Background: an optimization exercise with open tools, aiming at small area and a short achievable clock period. Do not read the settings as production practice.
At most, simulation tests tie the RTL to the original design; equivalence was not proved.
No activity file was given, so power comes from the tool's default toggle rates.

Setup of the previous run:
## silicon_net_top
module silicon_net_top (
    input  logic          clk,
    input  logic          rst_n_i,
    output logic [127:0]  sa_data_o,
    output logic [3:0]    sa_valid_o,
    output logic [3:0]    sa_first_o,
    output logic [3:0]    sa_last_o,
    input  logic [3:0]    sa_ready_i,
    input  logic [127:0]  sa_data_i,
    input  logic [3:0]    sa_valid_i,
    input  logic [3:0]    sa_first_i,
    input  logic [3:0]    sa_last_i,
    output logic [3:0]    sa_ready_o,
    input  logic          ctl_read_i,
    input  logic          ctl_write_i,
    input  logic [15:0]   ctl_addr_i,
    input  logic [31:0]   ctl_wrdata_i,
    output logic [31:0]   ctl_rddata_o,
    output logic          ctl_rdvalid_o
);
Size in the first run: roughly 3,000 cells after synthesis, about 0.038 mm2 of cells after synthesis.
Settings: LEC_CHECK=0, CAP_MARGIN=20, CORE_MARGIN=2, CORE_UTILIZATION=60, SETUP_SLACK_MARGIN=2.5, SLEW_MARGIN=20; clock period 7.0 ns.
standard.sh (not shown) runs the stock make flow with config.mk's settings and CLKGATE_MAP_FILE= SYNTH_SCRIPT=/design/flow/synth_recipe.tcl, a recipe that flattens the netlist after the stock synthesis.
==> flow/flow/run.sh <==
#!/bin/bash
# Standard ORFS layout (standard.sh's make command) with these changes:
#  - port buffers are buf_1 cells, sized up later by the repair steps where timing needs it;
#  - the clock tree uses clkbuf_8 cells in clusters of at most 15 sinks, without dummy loads;
#  - pins are grouped by function (io.tcl);
#  - delay cells and the weak a222oi are added to DONT_USE_CELLS, through a config file
#    that includes the standard flow's config.mk.
# The make output goes to flow_make.log; each ORFS step logs under orfs/logs.
set -euo pipefail
here=$(cd "$(dirname "$0")" && pwd)
work=$(pwd)
export BUFFER_PORTS_ARGS="-buffer_cell sky130_fd_sc_hd__buf_1"
export CTS_ARGS="-sink_clustering_enable -repair_clock_nets -dont_use_dummy_load -buf_list sky130_fd_sc_hd__clkbuf_8 -sink_clustering_size 15 -sink_clustering_max_diameter 50"
export IO_CONSTRAINTS="$here/io.tcl"
dont=""
for c in clkdlybuf4s15_1 clkdlybuf4s15_2 clkdlybuf4s18_1 clkdlybuf4s18_2 clkdlybuf4s25_1 \
         clkdlybuf4s25_2 clkdlybuf4s50_1 clkdlybuf4s50_2 dlygate4sd1_1 dlygate4sd2_1 \
         dlygate4sd3_1 dlymetal6s2s_1 dlymetal6s4s_1 dlymetal6s6s_1 a222oi_1; do
  dont="$dont sky130_fd_sc_hd__$c"
done
printf 'include %s\nexport DONT_USE_CELLS =%s\n' "$work/config.mk" "$dont" > "$work/flow_config.mk"
sed "s#DESIGN_CONFIG=[^ ]*#DESIGN_CONFIG=$work/flow_config.mk#" standard.sh > flow_standard.sh
bash flow_standard.sh > flow_make.log 2>&1
Other scripts of this flow, unchanged in this note and not shown: flow/flow/io.tcl
The previous run ran to completion and came out clean on the timing, design-rule and antenna checks.
The inputs of the current run differ from those of the previous run as listed below.
--- a/flow/design.v
+++ b/flow/design.v
@@ -172,51 +172,33 @@
             sa_last_o[o]          = |(own_q[4*o +: 4] & sa_last_i);
             sa_data_o[32*o +: 32] = '0;
             for (int i = 0; i < 4; i++) begin
                 sa_data_o[32*o +: 32] = sa_data_o[32*o +: 32] | ({32{own_q[4*o+i]}} & sa_data_i[32*i +: 32]);
             end
         end
     end
-    logic [63:0]      fcnt_q;             
-    logic [63:0]      dcnt_q;             
-    logic [3:0]       finc_q;
-    logic [3:0]       dinc_q;
-    logic [63:0] fcnt_nx;
-    logic [63:0] dcnt_nx;
-    always_comb begin
-        for (int p = 0; p < 4; p++) begin
-            logic fc, dc;
-            fc = finc_q[p];
-            dc = dinc_q[p];
-            for (int b = 0; b < 16; b++) begin
-                fcnt_nx[16*p+b] = fcnt_q[16*p+b] ^ fc;
-                dcnt_nx[16*p+b] = dcnt_q[16*p+b] ^ dc;
-                fc = fc & fcnt_q[16*p+b];
-                dc = dc & dcnt_q[16*p+b];
-            end
-        end
-    end
-    always_ff @(posedge clk or negedge rst_n_i) begin
-        if (!rst_n_i) begin
-            finc_q <= '0;
-            dinc_q <= '0;
+    logic [3:0][15:0] fcnt_q;
+    logic [3:0][15:0] dcnt_q;
+    always_ff @(posedge clk or negedge rst_n_i) begin
+        if (!rst_n_i) begin
             fcnt_q <= '0;
             dcnt_q <= '0;
         end else begin
-            finc_q <= fwd_inc;
-            dinc_q <= drop_inc;
-            fcnt_q <= fcnt_nx;
-            dcnt_q <= dcnt_nx;
+            for (int p = 0; p < 4; p++) begin
+                if (fwd_inc[p])  fcnt_q[p] <= fcnt_q[p] + 16'd1;
+                if (drop_inc[p]) dcnt_q[p] <= dcnt_q[p] + 16'd1;
+            end
         end
     end
     logic       rd_pend_q;
     logic       rs_ent_q;
     logic       rs_cnt_q;
     logic [1:0] rs_port_q;
     logic [2:0] rs_idx_q;
+    logic       rs_inc_q;
     logic [18:0] rdata_q;
     always_ff @(posedge clk or negedge rst_n_i) begin
         if (!rst_n_i) begin
             rd_pend_q     <= 1'b0;
             ctl_rdvalid_o <= 1'b0;
         end else begin
             rd_pend_q     <= ctl_read_i;
@@ -224,27 +206,28 @@
         end
     end
     always_ff @(posedge clk) begin
         rs_ent_q  <= (op == 4'd2);
         rs_cnt_q  <= (op == 4'd3);
         rs_port_q <= aport;
         rs_idx_q  <= aidx;
+        rs_inc_q  <= aidx[0] ? drop_inc[aport] : fwd_inc[aport];
     end
     logic [31:0] ent_sel;
     logic [7:0]  cnt_sel;
     logic [18:0] ent_rd;
     logic [15:0] cnt_rd;
     always_comb begin
         for (int j = 0; j < 32; j++) ent_sel[j] = rs_ent_q && ({rs_port_q, rs_idx_q} == 5'(j));
         for (int j = 0; j < 8; j++)  cnt_sel[j] = rs_cnt_q && ({rs_port_q, rs_idx_q[0]} == 3'(j));
         ent_rd = '0;
         for (int j = 0; j < 32; j++)
             ent_rd = ent_rd | ({19{ent_sel[j]}} & {tv_q[j], te_q[j], tm_q[j], tk_q[j]});
         cnt_rd = '0;
         for (int j = 0; j < 4; j++)
-            cnt_rd = cnt_rd | ({16{cnt_sel[2*j]}} & fcnt_q[16*j +: 16]) | ({16{cnt_sel[2*j+1]}} & dcnt_q[16*j +: 16]);
+            cnt_rd = cnt_rd | ({16{cnt_sel[2*j]}} & fcnt_q[j]) | ({16{cnt_sel[2*j+1]}} & dcnt_q[j]);
     end
     always_ff @(posedge clk) begin
-        rdata_q <= ent_rd | {3'b000, cnt_rd};
+        rdata_q <= ent_rd | {3'b000, cnt_rd - 16'(rs_inc_q & rs_cnt_q)};
     end
     assign ctl_rddata_o = {13'd0, rdata_q};
 endmodule
[summary]
- Clock skew delta for the current run relative to the previous run: 0.022 ns lower
- Compared with the previous run, the current run shows a lower setup slack.
- Between the current run and the previous run, routed wire length is lower for the previous run, the current run comes in above that.
- The combinational share of power in the current run sits 1.8 points above the value recorded for the previous run.
- The current run vs the previous run — number of global-route vias before repair rose about 4.6%.
- The current run: non-clock buffer count about 2.3% above the previous run
- The current run vs the previous run: number of buffers inserted to repair setup after CTS down by more than 10%
- In the final reports, the cell area of the current run is larger than that of the previous run.
- The current run vs the previous run: routed length per instance up by a few percent
- Per the comparison of the current run with the previous run, proportion of cell area occupied by multi-input gates higher; clock network contribution to total cell area roughly the same; hold slack higher; area of the multi-input gates higher.
- Going from the previous run to the current run, fill cell instance count of the final layout grew by a few percent.
For the current run, only the layout was checked, not whether the RTL still works.

-- what the ideal ports hide --
In the flow no input, the clock included, has a driving cell. The finished layouts below were timed again as built, in two steps. Step 1 sets driving cells, clkbuf_16 on the clock port and buf_2 on the other inputs (assumed; they add their load-dependent delay and slew). Step 2 adds t to the input delays and takes it off the output delays; t is the mean of the earliest and latest rising clock arrival at the registers after step 1. Input paths then give back, and output paths get back, about the clock's delay inside the block. Three values: ideal, step 1, step 2; two values: the first two.
run | shift t [ns] | slack for setup (ns) | clock arrival spread, ns
the previous run | 0.774 | 2.205 / 2.156 / 1.456 | 0.105 / 0.105
the current run | 0.784 | 2.173 / 2.130 / 1.761 | 0.078 / 0.078
After both steps setup and hold are still met in every run listed. For the previous run, which loses most, drivers alone change the setup slack by -0.049 ns; drivers and shift together by -0.749 ns.
